Background: an optimization exercise with open tools, aiming at a short achievable clock period and few clock cycles per item. Do not read the settings as production practice.
Function was checked by simulation only, so behaviour that the tests miss may differ from the original.

==> flow/design.v, too long to show whole: its modules and the start of the top module <==
// module reg_file: 46 lines
// module ks_level: 16 lines
// module ks_add16: 14 lines
// module gt16: 14 lines
// module alu_out: 8 lines
// module int_unit: 65 lines
// module csa_sum3: 3 lines
// module csa_maj3: 3 lines
// module csa_sum2: 3 lines
// module csa_and2: 3 lines
// module mul_unit: 543 lines
// module fwd_mux: 10 lines
// module dec_cand: 45 lines
// module issue_ctrl: 301 lines
// module cpu_top: 149 lines
module cpu_top (
    input  logic                   clk,
    input  logic                   rst_n,
    input  logic                   inst_vld,
    input  logic                   inst_last,
    input  cpu_isa_pkg::op_t       inst_op,
    input  cpu_isa_pkg::inst_id_t  inst_id,
    input  cpu_isa_pkg::reg_id_t   inst_dst_reg,
    input  cpu_isa_pkg::reg_id_t   inst_src_reg0,
    input  cpu_isa_pkg::reg_id_t   inst_src_reg1,
    input  cpu_isa_pkg::imm_t      inst_imm,
    output logic                   fetch_vld,
    output cpu_isa_pkg::pc_t       fetch_pc,
    output cpu_isa_pkg::inst_id_t  fetch_id,
    output logic                   inst_rdy,
    output logic                   write_mem_vld,
    output cpu_isa_pkg::inst_id_t  write_mem_id,
    output cpu_isa_pkg::data_t     write_mem_addr,
    output cpu_isa_pkg::data_t     write_mem_data,
    output logic                   exec_finish
);
  // ...
==> flow/run.sh <==
#!/bin/bash
# synth_recipe.tcl (not shown) runs the flow's synth.tcl, then flattens the netlist and writes it again
# the make line also repeats each setting of config.mk as NAME=value (left out here)
make -C /OpenROAD-flow-scripts/flow DESIGN_CONFIG=/design/flow/config.mk WORK_HOME=/design/flow/orfs CLKGATE_MAP_FILE= SYNTH_SCRIPT=/design/flow/synth_recipe.tcl finish
==> flow/config.mk <==
export PLATFORM = sky130hd
export DESIGN_NAME = cpu_top
export DESIGN_NICKNAME = cpu_top
export VERILOG_FILES = /design/flow/design.v
export SDC_FILE = /design/flow/constraint.sdc
export NUM_CORES = 4
export LEC_CHECK = 0
export CAP_MARGIN = 20
export CORE_MARGIN = 2
export CORE_UTILIZATION = 40
export SETUP_SLACK_MARGIN = 3.3
export SLEW_MARGIN = 20
export SYNTH_HIERARCHICAL = 1
export SYNTH_MINIMUM_KEEP_SIZE = 0
==> flow/constraint.sdc <==
create_clock -name core_clock -period 6.0 [get_ports {clk}]
set_input_delay 1.2000 -clock core_clock [delete_from_list [all_inputs] [get_ports {clk}]]
set_output_delay 1.2000 -clock core_clock [all_outputs]
set_load 0.01 [all_outputs]
==> qor.csv, run 1 <==
stage,metric,value,unit
die,n_tap_cell,1890,
layout,antenna_cells,11,
flow_run,cap_viol_max_count,0,
place,hpwl,146000,microns
min_path,min_path_cells,0,
detailed_routing,postRouteAntennaNets,0,
setup_path,cp.buffers_inverters,0,
layout,dominant_cells,multi-input combinational cells,
grt,grtUsageTotal,33.1,%
place,gp_congestion,0.992,
sta,fmax,0.358,GHz
layout,finalNonFillerCells,7740,
setup_path,crit_path_end_kind,register,
detailed_routing,met2_length,105000,microns
detailed_routing,wl_met1,95500,microns
layout,final_cell_area,0.0644,sq mm
synthesis,synth_area,0.0569,sq mm
layout,n_all_buffers,417,
setup_path,arrival,3.43,ns
layout,drive_above_1_share,16.6,%
setup_path,r2r_end,u_issue_ctrl.opb_add[13]$_SDFF_PP0_,
layout,regMostFlops,u_reg_file.regs,
grt,grt_pass1_wl,358000,microns
layout,final_common_cell,nand2_1,
setup_path,cp-start-kind,register,
layout,multi_input_area_share,46.4,%
layout,multi_input_cells,4221,
setup_path,reg2reg_from,u_issue_ctrl.d1[10]$_DFF_P_,
synthesis,synth_cells,5932,
sta,min_period,2.80,ns
sta,tightest_slew,1.17,ns
grt,met1_usage,41.1,%
status,status,no timing/DRC/antenna violations,
sta,fin_tns_setup,0,ns
grt,grt_pass1_vias,49900,
Testbench counts, summed over its fixed seeds: cycles 23,301, insts 22,445.
==> module issue_ctrl, before the edit <==
module issue_ctrl (
    input  logic                   clk,
    input  logic                   rst_n,
    input  logic                   inst_vld,
    input  logic                   inst_last,
    input  cpu_isa_pkg::op_t       inst_op,
    input  cpu_isa_pkg::inst_id_t  inst_id,
    input  cpu_isa_pkg::reg_id_t   inst_dst_reg,
    input  cpu_isa_pkg::reg_id_t   inst_src_reg0,
    input  cpu_isa_pkg::reg_id_t   inst_src_reg1,
    input  cpu_isa_pkg::imm_t      inst_imm,
    output logic                   inst_rdy,
    output logic                   fetch_vld,
    output cpu_isa_pkg::pc_t       fetch_pc,
    output cpu_isa_pkg::inst_id_t  fetch_id,
    output logic [15:0]            rd_sel0,
    output logic [15:0]            rd_sel1,
    output logic [15:0]            rd_sel2,
    output logic [15:0]            rd_sel3,
    input  cpu_isa_pkg::data_t     rd_data0,
    input  cpu_isa_pkg::data_t     rd_data1,
    input  cpu_isa_pkg::data_t     rd_data2,
    input  cpu_isa_pkg::data_t     rd_data3,
    input  logic                   alu_wb_vld,
    input  cpu_isa_pkg::reg_id_t   alu_wb_reg,
    input  cpu_isa_pkg::data_t     alu_wb_data,
    input  logic                   mul_wb_vld,
    input  cpu_isa_pkg::reg_id_t   mul_wb_reg,
    input  cpu_isa_pkg::data_t     mul_wb_data,
    input  logic                   m2_vld,
    input  cpu_isa_pkg::reg_id_t   m2_dst,
    output logic                   exec_finish,
    output logic                   ex_int_vld,
    output logic                   ex_mul_vld,
    output logic                   ex_st,
    output logic                   ex_wr,
    output logic [3:0]             ex_fn,
    output cpu_isa_pkg::inst_id_t  ex_id,
    output cpu_isa_pkg::reg_id_t   ex_dst,
    output cpu_isa_pkg::data_t     ex_a_add,
    output cpu_isa_pkg::data_t     ex_b_add,
    output cpu_isa_pkg::data_t     ex_a_sh,
    output logic [3:0]             ex_b_sh,
    output cpu_isa_pkg::data_t     ex_a_mul,
    output cpu_isa_pkg::data_t     ex_b_mul,
    output cpu_isa_pkg::data_t     ex_a_st,
    output cpu_isa_pkg::data_t     ex_b_st
);
    typedef struct packed {
        logic                  last;
        logic                  st;
        logic                  mul;
        logic                  addi;
        logic [3:0]            fn;      
        cpu_isa_pkg::inst_id_t id;
        cpu_isa_pkg::reg_id_t  dst;
        cpu_isa_pkg::reg_id_t  s0;
        cpu_isa_pkg::reg_id_t  s1;
        cpu_isa_pkg::imm_t     imm;
        logic [15:0]           oh0;     
        logic [15:0]           oh1;
    } qent_t;
    qent_t       in_ent;
    qent_t       q0, q1, q2, q3;
    qent_t       d0, d1;             
    logic        v0, v1, v2, v3;     
    logic        fetch_en;
    logic        last_seen;
    cpu_isa_pkg::pc_t pc_q;
    logic        arrive;
    logic        arrive_last;
    always_comb begin
        in_ent.last = inst_last;
        in_ent.st   = (inst_op == cpu_isa_pkg::OP_ST);
        in_ent.mul  = (inst_op == cpu_isa_pkg::OP_MUL);
        in_ent.addi = (inst_op == cpu_isa_pkg::OP_ADD_IMM);
        in_ent.fn[0] = (inst_op == cpu_isa_pkg::OP_ADD_IMM) || (inst_op == cpu_isa_pkg::OP_ADD);
        in_ent.fn[1] = (inst_op == cpu_isa_pkg::OP_SHL);
        in_ent.fn[2] = (inst_op == cpu_isa_pkg::OP_SHR);
        in_ent.fn[3] = (inst_op == cpu_isa_pkg::OP_CMP_GT);
        in_ent.id   = inst_id;
        in_ent.dst  = inst_dst_reg;
        in_ent.s0   = inst_src_reg0;
        in_ent.s1   = inst_src_reg1;
        in_ent.imm  = inst_imm;
        in_ent.oh0  = 16'b1 << inst_src_reg0;
        in_ent.oh1  = 16'b1 << inst_src_reg1;
    end
    assign inst_rdy    = 1'b1;
    assign arrive      = inst_vld;
    assign arrive_last = inst_vld && inst_last;
    logic fetched_q;
    assign fetch_vld   = fetch_en && !(fetched_q && inst_last);
    assign fetch_pc    = pc_q;
    assign fetch_id    = pc_q;
    cpu_isa_pkg::data_t c0_byp0, c0_byp1, c1_byp0, c1_byp1;
    logic c0_fa_alu, c0_fb_alu, c0_fa_mul, c0_fb_mul, c0_stall;
    logic c1_fa_alu, c1_fb_alu, c1_fa_mul, c1_fb_mul, c1_stall;
    assign rd_sel0 = d0.oh0;
    assign rd_sel1 = d0.oh1;
    assign rd_sel2 = d1.oh0;
    assign rd_sel3 = d1.oh1;
    dec_cand u_c0 (
        .s0 (d0.s0), .s1 (d0.s1), .addi (d0.addi), .imm (d0.imm),
        .rd_data0 (rd_data0), .rd_data1 (rd_data1),
        .alu_wb_vld (alu_wb_vld), .alu_wb_reg (alu_wb_reg), .alu_wb_data (alu_wb_data),
        .mul_wb_vld (mul_wb_vld), .mul_wb_reg (mul_wb_reg), .mul_wb_data (mul_wb_data),
        .ex_wr (ex_wr), .ex_mul_vld (ex_mul_vld), .ex_dst (ex_dst),
        .m2_vld (m2_vld), .m2_dst (m2_dst),
        .byp0 (c0_byp0), .byp1 (c0_byp1),
        .fwd_a_alu (c0_fa_alu), .fwd_b_alu (c0_fb_alu),
        .fwd_a_mul (c0_fa_mul), .fwd_b_mul (c0_fb_mul), .stall ()
    );
    dec_cand u_c1 (
        .s0 (d1.s0), .s1 (d1.s1), .addi (d1.addi), .imm (d1.imm),
        .rd_data0 (rd_data2), .rd_data1 (rd_data3),
        .alu_wb_vld (alu_wb_vld), .alu_wb_reg (alu_wb_reg), .alu_wb_data (alu_wb_data),
        .mul_wb_vld (mul_wb_vld), .mul_wb_reg (mul_wb_reg), .mul_wb_data (mul_wb_data),
        .ex_wr (ex_wr), .ex_mul_vld (ex_mul_vld), .ex_dst (ex_dst),
        .m2_vld (m2_vld), .m2_dst (m2_dst),
        .byp0 (c1_byp0), .byp1 (c1_byp1),
        .fwd_a_alu (c1_fa_alu), .fwd_b_alu (c1_fb_alu),
        .fwd_a_mul (c1_fa_mul), .fwd_b_mul (c1_fb_mul), .stall ()
    );
    function automatic logic reads(input cpu_isa_pkg::reg_id_t r, input qent_t e);
        reads = (r == e.s0) || (!e.addi && (r == e.s1));
    endfunction
    logic st0_q, st1_q, st0_n, st1_n;
    assign c0_stall = st0_q;
    assign c1_stall = st1_q;
    function automatic logic may_pass(input qent_t o, input qent_t y);
        logic raw, war, waw;
        raw = !o.st && reads(o.dst, y);
        war = !y.st && reads(y.dst, o);
        waw = !o.st && !y.st && (o.dst == y.dst);
        may_pass = !raw && !war && !waw && !(o.st && y.st) && !y.last;
    endfunction
    logic indep, indep_n;
    logic pop0, pop1, issue;
    logic hoist;
    assign hoist = c0_stall || (d1.mul && !d0.mul);
    assign pop1  = v0 && hoist && v1 && !c1_stall && indep;
    assign pop0  = v0 && !c0_stall && !pop1;
    assign issue = pop0 || pop1;
    qent_t              ie;
    cpu_isa_pkg::data_t i_byp0, i_byp1;
    logic               i_fa_alu, i_fb_alu, i_fa_mul, i_fb_mul;
    always_comb begin
        if (pop1) begin
            ie       = d1;
            i_byp0   = c1_byp0;
            i_byp1   = c1_byp1;
            i_fa_alu = c1_fa_alu;
            i_fb_alu = c1_fb_alu;
            i_fa_mul = c1_fa_mul;
            i_fb_mul = c1_fb_mul;
        end else begin
            ie       = d0;
            i_byp0   = c0_byp0;
            i_byp1   = c0_byp1;
            i_fa_alu = c0_fa_alu;
            i_fb_alu = c0_fb_alu;
            i_fa_mul = c0_fa_mul;
            i_fb_mul = c0_fb_mul;
        end
    end
    logic ie_add, ie_sh;
    assign ie_add = ie.fn[0] || ie.fn[3];
    assign ie_sh  = ie.fn[1] || ie.fn[2];
    cpu_isa_pkg::data_t opa_add, opb_add, opa_sh, opa_mul, opb_mul, opa_st, opb_st;
    logic [3:0]         opb_sh;
    logic sa_add_alu, sa_add_mul, sb_add_alu, sb_add_mul;
    logic sa_sh_alu,  sa_sh_mul,  sb_sh_alu,  sb_sh_mul;
    logic sa_mul_alu, sa_mul_mul, sb_mul_alu, sb_mul_mul;
    logic sa_st_alu,  sa_st_mul,  sb_st_alu,  sb_st_mul;
    logic ex_last;
    logic fin_q;
    always_ff @(posedge clk) begin
        opa_add    <= ie_add ? i_byp0 : '0;
        opb_add    <= ie_add ? i_byp1 : '0;
        opa_sh     <= ie_sh  ? i_byp0 : '0;
        opb_sh     <= ie_sh  ? i_byp1[3:0] : '0;
        opa_mul    <= ie.mul ? i_byp0 : '0;
        opb_mul    <= ie.mul ? i_byp1 : '0;
        opa_st     <= ie.st  ? i_byp0 : '0;
        opb_st     <= ie.st  ? i_byp1 : '0;
        sa_add_alu <= i_fa_alu && ie_add;
        sa_add_mul <= i_fa_mul && ie_add;
        sb_add_alu <= i_fb_alu && ie_add;
        sb_add_mul <= i_fb_mul && ie_add;
        sa_sh_alu  <= i_fa_alu && ie_sh;
        sa_sh_mul  <= i_fa_mul && ie_sh;
        sb_sh_alu  <= i_fb_alu && ie_sh;
        sb_sh_mul  <= i_fb_mul && ie_sh;
        sa_mul_alu <= i_fa_alu && ie.mul;
        sa_mul_mul <= i_fa_mul && ie.mul;
        sb_mul_alu <= i_fb_alu && ie.mul;
        sb_mul_mul <= i_fb_mul && ie.mul;
        sa_st_alu  <= i_fa_alu && ie.st;
        sa_st_mul  <= i_fa_mul && ie.st;
        sb_st_alu  <= i_fb_alu && ie.st;
        sb_st_mul  <= i_fb_mul && ie.st;
        ex_fn      <= ie.fn;
        ex_id      <= ie.id;
        ex_dst     <= ie.dst;
    end
    always_ff @(posedge clk or negedge rst_n) begin
        if (!rst_n) begin
            ex_int_vld <= 1'b0;
            ex_mul_vld <= 1'b0;
            ex_st      <= 1'b0;
            ex_wr      <= 1'b0;
            ex_last    <= 1'b0;
        end else begin
            ex_int_vld <= issue && !ie.mul;
            ex_mul_vld <= issue && ie.mul;
            ex_st      <= issue && ie.st;
            ex_wr      <= issue && !ie.st;
            ex_last    <= issue && ie.last;
        end
    end
    assign exec_finish = fin_q;
    fwd_mux #(16) u_fa_add (.op(opa_add), .s_alu(sa_add_alu), .s_mul(sa_add_mul), .v_alu(alu_wb_data), .v_mul(mul_wb_data), .y(ex_a_add));
    fwd_mux #(16) u_fb_add (.op(opb_add), .s_alu(sb_add_alu), .s_mul(sb_add_mul), .v_alu(alu_wb_data), .v_mul(mul_wb_data), .y(ex_b_add));
    fwd_mux #(16) u_fa_sh  (.op(opa_sh),  .s_alu(sa_sh_alu),  .s_mul(sa_sh_mul),  .v_alu(alu_wb_data), .v_mul(mul_wb_data), .y(ex_a_sh));
    fwd_mux #(4)  u_fb_sh  (.op(opb_sh),  .s_alu(sb_sh_alu),  .s_mul(sb_sh_mul),  .v_alu(alu_wb_data[3:0]), .v_mul(mul_wb_data[3:0]), .y(ex_b_sh));
    fwd_mux #(16) u_fa_mul (.op(opa_mul), .s_alu(sa_mul_alu), .s_mul(sa_mul_mul), .v_alu(alu_wb_data), .v_mul(mul_wb_data), .y(ex_a_mul));
    fwd_mux #(16) u_fb_mul (.op(opb_mul), .s_alu(sb_mul_alu), .s_mul(sb_mul_mul), .v_alu(alu_wb_data), .v_mul(mul_wb_data), .y(ex_b_mul));
    fwd_mux #(16) u_fa_st  (.op(opa_st),  .s_alu(sa_st_alu),  .s_mul(sa_st_mul),  .v_alu(alu_wb_data), .v_mul(mul_wb_data), .y(ex_a_st));
    fwd_mux #(16) u_fb_st  (.op(opb_st),  .s_alu(sb_st_alu),  .s_mul(sb_st_mul),  .v_alu(alu_wb_data), .v_mul(mul_wb_data), .y(ex_b_st));
    logic r0, r1, r2;            
    qent_t e0, e1, e2;
    logic v0_n, v1_n, v2_n, v3_n;
    always_comb begin
        if (pop0) begin
            e0 = q1; e1 = q2; e2 = q3;
            r0 = v1; r1 = v2; r2 = v3;
        end else if (pop1) begin
            e0 = q0; e1 = q2; e2 = q3;
            r0 = v0; r1 = v2; r2 = v3;
        end else begin
            e0 = q0; e1 = q1; e2 = q2;
            r0 = v0; r1 = v1; r2 = v2;
        end
        v0_n = r0 || arrive;
        v1_n = r1 || (r0 && arrive);
        v2_n = r2 || (r1 && arrive);
        v3_n = (issue ? 1'b0 : v3) || (r2 && arrive);
    end
    qent_t nd0, nd1;
    assign nd0 = r0 ? e0 : in_ent;
    assign nd1 = r1 ? e1 : in_ent;
    always_ff @(posedge clk) begin
        if (r0 || arrive) q0 <= r0 ? e0 : in_ent;
        if (r1 || arrive) q1 <= r1 ? e1 : in_ent;
        if (r2 || arrive) q2 <= r2 ? e2 : in_ent;
        if (issue || !v3) q3 <= in_ent;
        d0 <= nd0;
        d1 <= nd1;
    end
    assign indep_n = may_pass(nd0, nd1);
    always_comb begin
        st0_n = pop0 && d0.mul && (v1 ? reads(d0.dst, d1) : reads(d0.dst, in_ent));
        st1_n = (pop0 && d0.mul && (v2 ? reads(d0.dst, q2) : reads(d0.dst, in_ent))) ||
                (pop1 && d1.mul && (v2 ? reads(d1.dst, q2) : reads(d1.dst, in_ent)));
    end
    always_ff @(posedge clk or negedge rst_n) begin
        if (!rst_n) begin
            st0_q <= 1'b0;
            st1_q <= 1'b0;
            indep <= 1'b0;
        end else begin
            st0_q <= st0_n;
            st1_q <= st1_n;
            indep <= indep_n;
        end
    end
    always_ff @(posedge clk or negedge rst_n) begin
        if (!rst_n) begin
            v0          <= 1'b0;
            v1          <= 1'b0;
            v2          <= 1'b0;
            v3          <= 1'b0;
            fetch_en    <= 1'b1;
            fetched_q   <= 1'b0;
            last_seen   <= 1'b0;
            pc_q        <= '0;
            fin_q       <= 1'b0;
        end else begin
            v0        <= v0_n;
            v1        <= v1_n;
            v2        <= v2_n;
            v3        <= v3_n;
            fetched_q <= fetch_vld;
            last_seen <= last_seen || arrive_last;
            fetch_en  <= !last_seen && !arrive_last && (!v2_n || (!v3_n && !fetch_vld));
            if (fetch_vld) pc_q <= pc_q + 1'b1;
            if (ex_last) fin_q <= 1'b1;
        end
    end
endmodule
==> inputs of run 2 (changes only) <==
--- a/flow/design.v
+++ b/flow/design.v
@@ -800,4 +800,24 @@
     end
 endmodule
+module fetch_ctr (
+    input  logic             clk,
+    input  logic             rst_n,
+    input  logic             fetch_en,
+    input  logic             inst_last,
+    output logic             fetched_q,
+    output logic             fetch,
+    output cpu_isa_pkg::pc_t pc
+);
+    assign fetch = fetch_en && !(fetched_q && inst_last);
+    always_ff @(posedge clk or negedge rst_n) begin
+        if (!rst_n) begin
+            fetched_q <= 1'b0;
+            pc        <= '0;
+        end else begin
+            fetched_q <= fetch;
+            if (fetch) pc <= pc + 1'b1;
+        end
+    end
+endmodule
 module issue_ctrl (
     input  logic                   clk,
@@ -849,5 +869,4 @@
 );
     typedef struct packed {
-        logic                  last;
         logic                  st;
         logic                  mul;
@@ -866,5 +885,5 @@
     qent_t       d0, d1;             
     logic        v0, v1, v2, v3;     
-    logic        fetch_en;
+    logic        fetch_en, fetch_off;
     logic        last_seen;
     cpu_isa_pkg::pc_t pc_q;
@@ -872,5 +891,4 @@
     logic        arrive_last;
     always_comb begin
-        in_ent.last = inst_last;
         in_ent.st   = (inst_op == cpu_isa_pkg::OP_ST);
         in_ent.mul  = (inst_op == cpu_isa_pkg::OP_MUL);
@@ -891,6 +909,16 @@
     assign arrive      = inst_vld;
     assign arrive_last = inst_vld && inst_last;
-    logic fetched_q;
-    assign fetch_vld   = fetch_en && !(fetched_q && inst_last);
+    logic fetched_q, fetch_int;
+    assign fetch_en    = !fetch_off;
+    assign fetch_vld   = !fetch_off && !(fetched_q && inst_last);
+    fetch_ctr u_fetch (
+        .clk       (clk),
+        .rst_n     (rst_n),
+        .fetch_en  (fetch_en),
+        .inst_last (inst_last),
+        .fetched_q (fetched_q),
+        .fetch     (fetch_int),
+        .pc        (pc_q)
+    );
     assign fetch_pc    = pc_q;
     assign fetch_id    = pc_q;
@@ -935,5 +963,5 @@
         war = !y.st && reads(y.dst, o);
         waw = !o.st && !y.st && (o.dst == y.dst);
-        may_pass = !raw && !war && !waw && !(o.st && y.st) && !y.last;
+        may_pass = !raw && !war && !waw && !(o.st && y.st);
     endfunction
     logic indep, indep_n;
@@ -941,5 +969,5 @@
     logic hoist;
     assign hoist = c0_stall || (d1.mul && !d0.mul);
-    assign pop1  = v0 && hoist && v1 && !c1_stall && indep;
+    assign pop1  = v0 && hoist && v1 && !c1_stall && indep && !(last_seen && !v2);
     assign pop0  = v0 && !c0_stall && !pop1;
     assign issue = pop0 || pop1;
@@ -1018,5 +1046,5 @@
             ex_st      <= issue && ie.st;
             ex_wr      <= issue && !ie.st;
-            ex_last    <= issue && ie.last;
+            ex_last    <= pop0 && last_seen && !v1;
         end
     end
@@ -1083,8 +1111,6 @@
             v2          <= 1'b0;
             v3          <= 1'b0;
-            fetch_en    <= 1'b1;
-            fetched_q   <= 1'b0;
+            fetch_off   <= 1'b0;
             last_seen   <= 1'b0;
-            pc_q        <= '0;
             fin_q       <= 1'b0;
         end else begin
@@ -1093,8 +1119,6 @@
             v2        <= v2_n;
             v3        <= v3_n;
-            fetched_q <= fetch_vld;
             last_seen <= last_seen || arrive_last;
-            fetch_en  <= !last_seen && !arrive_last && (!v2_n || (!v3_n && !fetch_vld));
-            if (fetch_vld) pc_q <= pc_q + 1'b1;
+            fetch_off <= !(!last_seen && !arrive_last && (!v2_n || (!v3_n && !fetch_int)));
             if (ex_last) fin_q <= 1'b1;
         end
==> qor.csv, run 2 <==
stage,metric,value,unit,change
sta,fin_tns_setup,0,ns,unchanged
detailed_routing,vias,53900,,"was 54,000"
cts,tritoncts,yes,,unchanged
layout,finalNonFillerCells,7693,,"was 7,740"
sta,slew_violations,0,,unchanged
layout,num-fill-cells,13300,,"was 13,200"
sta,relSlewSlack,19.0,%,was 22.2%
sta,min_period,2.87,ns,was 2.80 ns
setup_path,arrival,3.48,ns,was 3.43 ns
detailed_routing,drt_wl_total,260000,microns,"was 255,000 microns"
setup_path,crit_path_end_kind,register,,unchanged
detailed_routing,dr.pass1.iters,15,,was 14
layout,syn_to_final_growth,13.7,%,was 13.2%
place,gp_congestion,0.991,,was 0.992
setup_path,critPathLaunch,u_mul_unit.mul_wb_reg[2]$_DFF_P_,,was u_issue_ctrl.d1[10]$_DFF_P_
detailed_routing,post_drt_wl_per_cell,33.8,microns,was 32.9 microns
detailed_routing,drc,0,,unchanged
sta,whs,0.407,ns,was 0.403 ns
sta,clock_skew,0.126,ns,was 0.0476 ns
grt,grt_pass1_vias,49700,,"was 49,900"
die,pin_count,95,,unchanged
setup_path,r2r_end,u_reg_file.regs[9][2]$_DFF_PN0_,,was u_issue_ctrl.opb_add[13]$_SDFF_PP0_
layout,final_net_count,5720,,"was 5,788"
place,io_buffers,93,,unchanged
min_path,min_path_type,reg2reg,,unchanged
cts,cts-root-buf,clkbuf_16,,unchanged
status,status,no timing/DRC/antenna violations,,unchanged
detailed_routing,avgViaCountPerCell,7.00,,was 6.97
sta,post-route-period-util,47.9,%,was 46.6%
synthesis,avgSynthCellArea,9.69,sq um,was 9.59 sq um
grt,grt-ovfl-total,0,,unchanged
setup_path,criticalPathCategory,reg2reg,,unchanged
cts,numCtsBuffers,108,,was 107
sta,hold_violations,0,,unchanged
sta,setup_violations,0,,unchanged
die,num_rows,138,,unchanged
cts,htreeDepth,3,,unchanged
layout,most-common-layout-cells,"nand2_1, o21ai_0, a22o_1, a31oi_1, dfxtp_1",,"was nand2_1, a31oi_1, a22o_1, dfxtp_1, o21ai_0"
place,placed_cells,7265,,"was 7,345"
grt,antenna_found_initial,18,,was 20
die,initial_utilization,40.2,%,about the same
synthesis,ys_warn_count,13,,was 12
synthesis,synth_area,0.0567,sq mm,was 0.0569 sq mm
setup_path,reg2reg_from,u_mul_unit.mul_wb_reg[2]$_DFF_P_,,was u_issue_ctrl.d1[10]$_DFF_P_
die,coreArea,0.141,sq mm,about the same
cts,cts_hold_buf,0,,unchanged
die,die_area,0.145,sq mm,about the same
layout,final_common_cell,nand2_1,,unchanged
die,die_y,381,microns,about the same
cts,cts.clk_slew.worst_paths,0.06,ns,about the same
sta,fmax,0.348,GHz,was 0.358 GHz
setup_path,worstPathMaxFanout,64,,was 16
grt,grt_max_degree,103,,was 90
grt,grt_pass1_wl,366000,microns,"was 358,000 microns"
layout,largest_reg_flops,256,,unchanged
die,die_w,381,microns,about the same
cts,worstSkewPairLatency,0.83,ns,was 0.74 ns
flow_run,cap_viol_max_count,0,,unchanged
layout,final_util,45.6,%,was 45.5%
detailed_routing,first_iter_violations,8720,,"was 9,132"
sta,rsz0062_at_grt,yes,,unchanged
setup_path,critPathCapture,u_reg_file.regs[9][2]$_DFF_PN0_,,was u_issue_ctrl.opb_add[13]$_SDFF_PP0_
grt,grtUsageTotal,34.3,%,was 33.1%
setup_path,required,6.60,ns,was 6.64 ns
sta,tightest_slew,1.21,ns,was 1.17 ns
setup_path,r2r_cells,5,,was 7
setup_path,cp-start-kind,register,,unchanged
layout,drive_above_1_share,17.5,%,was 16.6%
cts,cts.sinks,973,,was 979
detailed_routing,postRouteAntennaNets,0,,unchanged
layout,regMostFlops,u_reg_file.regs,,unchanged
cts,cts_max_path_buffers,3,,unchanged
setup_path,rrSetupSlack,3.13,ns,was 3.20 ns
place,hpwl,152000,microns,"was 146,000 microns"
synthesis,synth_cells,5851,,"was 5,932"
run 2: per-layer routing:
metal	vias up	part of all wire, %	GRT usage [%]
met5	-	0.53	3.31
met4	30	7.1	19.1
met3	1315	14	15.8
met2	4440	41	48.4
met1	26300	37	42.8
li1	21800	-	-
run 2: cell type report:
| type | count | area, sq um | area share, % |
|---|---|---|---|
| clock buffers | 150 | 3060 | 4.75 |
| clock inverters | 56 | 606 | 0.939 |
| multi-input cells | 4149 | 30000 | 46.5 |
| inverters | 20 | 78.8 | 0.122 |
| diodes | 27 | 67.6 | 0.105 |
| well taps | 1890 | 2360 | 3.67 |
| repair buffers | 428 | 4170 | 6.47 |
| flip-flops and latches | 973 | 24100 | 37.4 |
run 2: worst max-delay path, stage by stage (launching register included):
cell and delay (ns):
dfxtp_2 0.41, buf_4 0.63, nand2b_2 0.25, buf_4 0.64, o21ai_0 0.18, a31oi_1 0.41
run 2: stage by stage:
step                worst slack, ns  area, sq um
floorplan                      3.17        56800
detailed placement             2.16        57700
global placement               2.27        57700
finish                         3.13        64500
CTS                            3.25        63200
global route                   3.18        64400
run 2: worst min path at each step:
stage | startpoint | endpoint | slack, ns | cells past startpoint
detailed placement | u_issue_ctrl.ex_id[1]$_DFF_P_ | u_int_unit.write_mem_id[1]$_DFFE_PP_ | 0.39 | 0
floorplan | u_issue_ctrl.ex_id[0]$_DFF_P_ | u_int_unit.write_mem_id[0]$_DFFE_PP_ | 0.39 | 0
finish | u_issue_ctrl.ex_id[7]$_DFF_P_ | u_int_unit.write_mem_id[7]$_DFFE_PP_ | 0.41 | 0
global route | u_issue_ctrl.ex_id[2]$_DFF_P_ | u_int_unit.write_mem_id[2]$_DFFE_PP_ | 0.42 | 0
global placement | u_issue_ctrl.ex_id[1]$_DFF_P_ | u_int_unit.write_mem_id[1]$_DFFE_PP_ | 0.39 | 0
CTS | u_issue_ctrl.ex_id[7]$_DFF_P_ | u_int_unit.write_mem_id[7]$_DFFE_PP_ | 0.41 | 0
run 2: what timing repair did:
item | 4_1_cts | 5_1_grt
cloned | 16 | 6
setup buffers | 106 | 67
gates resized for setup | 352 | 151
pin swaps | 55 | 56
endpoints found under the setup margin | 748 | 212
Testbench counts of run 2, summed over its fixed seeds: cycles 23,301, insts 22,445.
==> inputs of run 3 (changes only) <==
--- a/flow/config.mk
+++ b/flow/config.mk
@@ -9,5 +9,5 @@
 export CORE_MARGIN = 2
 export CORE_UTILIZATION = 40
-export SETUP_SLACK_MARGIN = 3.3
+export SETUP_SLACK_MARGIN = 3.5
 export SLEW_MARGIN = 20
 export SYNTH_HIERARCHICAL = 1
==> qor.csv, run 3 <==
stage,metric,value,unit,change
detailed_routing,avgViaCountPerCell,6.97,,was 7.00
detailed_routing,vias,54300,,"was 53,900"
setup_path,required,6.62,ns,was 6.60 ns
sta,setup_violations,0,,unchanged
layout,most-common-layout-cells,"nand2_1, o21ai_0, a22o_1, a31oi_1, dfxtp_1",,unchanged
grt,grt_pass1_wl,371000,microns,"was 366,000 microns"
synthesis,synth_cells,5851,,unchanged
grt,grt_max_degree,105,,was 103
sta,fmax,0.364,GHz,was 0.348 GHz
place,hpwl,153000,microns,"was 152,000 microns"
cts,cts-root-buf,clkbuf_16,,unchanged
setup_path,crit_chain,"nor2_4, buf_6, buf_6, a21o_4, buf_6, a21o_1, o211ai_1, a222oi_1, xor3_1, xor3_1",,"was buf_4, nand2b_2, buf_4, o21ai_0, a31oi_1"
layout,multi_input_area,0.0305,sq mm,was 0.0300 sq mm
sta,hold_violations,0,,unchanged
cts,cts.clk_slew.worst_paths,0.06,ns,about the same
die,coreArea,0.141,sq mm,unchanged
layout,num-fill-cells,13100,,"was 13,300"
detailed_routing,dr.pass1.iters,12,,was 15
layout,final_cell_area,0.0662,sq mm,was 0.0645 sq mm
sta,fin_tns_setup,0,ns,unchanged
layout,final_common_cell,nand2_1,,unchanged
place,gp_congestion,1.01,,was 0.991
detailed_routing,postRouteAntennaNets,0,,unchanged
sta,tightest_slew,1.19,ns,was 1.21 ns
setup_path,cp.buffers_inverters,3,,was 2
setup_path,cp_slowest_cell,xor3_1,,was buf_4
sta,rsz0062_at_grt,yes,,unchanged
place,place_area,0.0577,sq mm,about the same
layout,regMostFlops,u_reg_file.regs,,unchanged
synthesis,ys_warn_count,13,,unchanged
die,die_y,381,microns,unchanged
die,die_w,381,microns,unchanged
layout,regArea,0.0241,sq mm,about the same
cts,htreeDepth,3,,unchanged
cts,tritoncts,yes,,unchanged
detailed_routing,first_iter_violations,9512,,"was 8,720"
grt,grt_pass1_vias,50800,,"was 49,700"
sta,relSlewSlack,20.7,%,was 19.0%
setup_path,worstPathMaxFanout,7,,was 64
sta,clock_skew,0.0803,ns,was 0.126 ns
cts,cts_hold_buf,0,,unchanged
synthesis,avgSynthCellArea,9.69,sq um,unchanged
die,pin_count,95,,unchanged
cts,worstSkewPairLatency,0.78,ns,was 0.83 ns
status,status,no timing/DRC/antenna violations,,unchanged
setup_path,criticalPathCategory,reg2reg,,unchanged
layout,syn_to_final_growth,16.7,%,was 13.7%
detailed_routing,drt_wl_total,264000,microns,"was 260,000 microns"
sta,post-route-period-util,45.8,%,was 47.9%
setup_path,slowest_delay,0.53,ns,was 0.64 ns
layout,drive_above_1_share,20.8,%,was 17.5%
die,initial_utilization,40.2,%,unchanged
cts,cts.sinks,973,,unchanged
cts,cts_max_path_buffers,3,,unchanged
layout,final_net_count,5839,,"was 5,720"
grt,antenna_found_initial,20,,was 18
setup_path,arrival,3.37,ns,was 3.48 ns
setup_path,cp_common_cell,buf_6,,was buf_4
detailed_routing,drc,0,,unchanged
min_path,min_path_type,reg2reg,,unchanged
sta,min_period,2.75,ns,was 2.87 ns
sta,slew_violations,0,,unchanged
cts,numCtsBuffers,106,,was 108
flow_run,cap_viol_max_count,0,,unchanged
layout,largest_reg_flops,256,,unchanged
place,io_buffers,93,,unchanged
setup_path,cp-start-kind,register,,unchanged
die,num_rows,138,,unchanged
setup_path,cp_top_family,XOR/XNOR gates,,was buffers and inverters
setup_path,crit_path_end_kind,register,,unchanged
grt,grtUsageTotal,34.8,%,was 34.3%
die,die_area,0.145,sq mm,unchanged
synthesis,synth_area,0.0567,sq mm,unchanged
grt,grt-ovfl-total,0,,unchanged
detailed_routing,post_drt_wl_per_cell,33.9,microns,was 33.8 microns
## run 3: cell types whose count changed in the layout (fill, tap and decap cells not counted), moves of 20 or more
cell           delta
a21o_1           -22
buf_2            +29
dlygate4sd2_1    -28
a21o_4           +22
buf_6            +37
buf_4            +75
or2_2            -20
## run 3: path summary, 6_finish.rpt
path                                                       from                                    to  slack [ns]  depth (start not counted)
worst max-delay path            u_issue_ctrl.sb_mul_alu$_DFF_P_            u_mul_unit.r_c15_3$_DFF_P_        3.25                         10
worst min-delay path              u_issue_ctrl.ex_id[0]$_DFF_P_  u_int_unit.write_mem_id[0]$_DFFE_PP_        0.40                          0
worst max register to register  u_issue_ctrl.sb_mul_alu$_DFF_P_            u_mul_unit.r_c15_3$_DFF_P_        3.25                         10
worst min register to register    u_issue_ctrl.ex_id[0]$_DFF_P_  u_int_unit.write_mem_id[0]$_DFFE_PP_        0.40                          0
max in group asynchronous                                 rst_n      u_reg_file.regs[9][12]$_DFF_PN0_        4.20                          2
min in group asynchronous                                 rst_n      u_reg_file.regs[4][11]$_DFF_PN0_        0.42                          1
## run 3: final cells by class
class	count	area share (%)
Multi-Input combinational cell	4156	46.1
Sequential cell	973	36.4
Timing Repair Buffer	542	8.04
Clock buffer	148	4.57
Tap cell	1890	3.57
Clock inverter	51	1.11
Inverter	20	0.138
Antenna cell	13	0.0491
## run 3: metrics by stage
step / instances / hold WS [ns] / worst slack (ns) / utilization [%]
finish: 7793 / 0.397 / 3.25 / 46.9
global route: 7783 / 0.412 / 3.17 / 46.9
CTS: 7703 / 0.397 / 3.25 / 45.9
detailed placement: 7276 / 0.391 / 2.27 / 40.9
global placement: 7276 / 0.387 / 2.31 / 40.9
floorplan: 5853 / 0.386 / 3.17 / -
## run 3: per-layer routing
layer  share of wire [%]  wire, microns  track usage [%]  vias up
met5                0.36            957             3.37        -
met4                 7.2          19100             19.3       38
met3                  14          36800             15.8     1347
met2                  41         109000             50.3     4313
met1                  37          98200             42.6    26600
li1                    -              -                -    22000
## run 3: worst reg2reg max path, cell delays in order, from the launching register on
cell and delay (ns):
dfxtp_4 0.38, nor2_4 0.19, buf_6 0.15, buf_6 0.12, a21o_4 0.19, buf_6 0.13
a21o_1 0.11, o211ai_1 0.09, a222oi_1 0.33, xor3_1 0.53, xor3_1 0.37
## run 3: repair_timing
item	in CTS	in global routing
cloned	32	4
pin swaps	121	82
setup buffers	196	73
setup endpoints to repair	1075	517
resized for setup	656	164

==> port drivers added, routing unchanged <==
In the flow no input, the clock included, has a driving cell. The finished layouts below were timed again as built, in two steps. Step 1: set_driving_cell puts a clkbuf_16 on clk and a buf_2 on each other input, an assumption about the parent block. Step 2 also shifts input and output timing later by t, the mid clock arrival at the registers, as if the neighbouring blocks saw the same clock. a / b / c = ideal ports / drivers / drivers and shift; a / b = the first two.
run | shift t [ns] | slack for setup (ns) | worst register clock-pin slew, ns | worst slew at a driven data input, ns
run 1 | 0.795 | 3.204 / 3.165 / 2.546 | 0.07 / 0.07 | 0.06
run 2 | 0.842 | 3.125 / 3.125 / 2.571 | 0.07 / 0.07 | 0.09
run 3 | 0.825 | 3.253 / 3.210 / 2.676 | 0.07 / 0.07 | 0.08
After both steps every run listed still meets setup and hold. For run 1, which loses most, drivers alone change the setup slack by -0.039 ns; drivers and shift together by -0.658 ns.
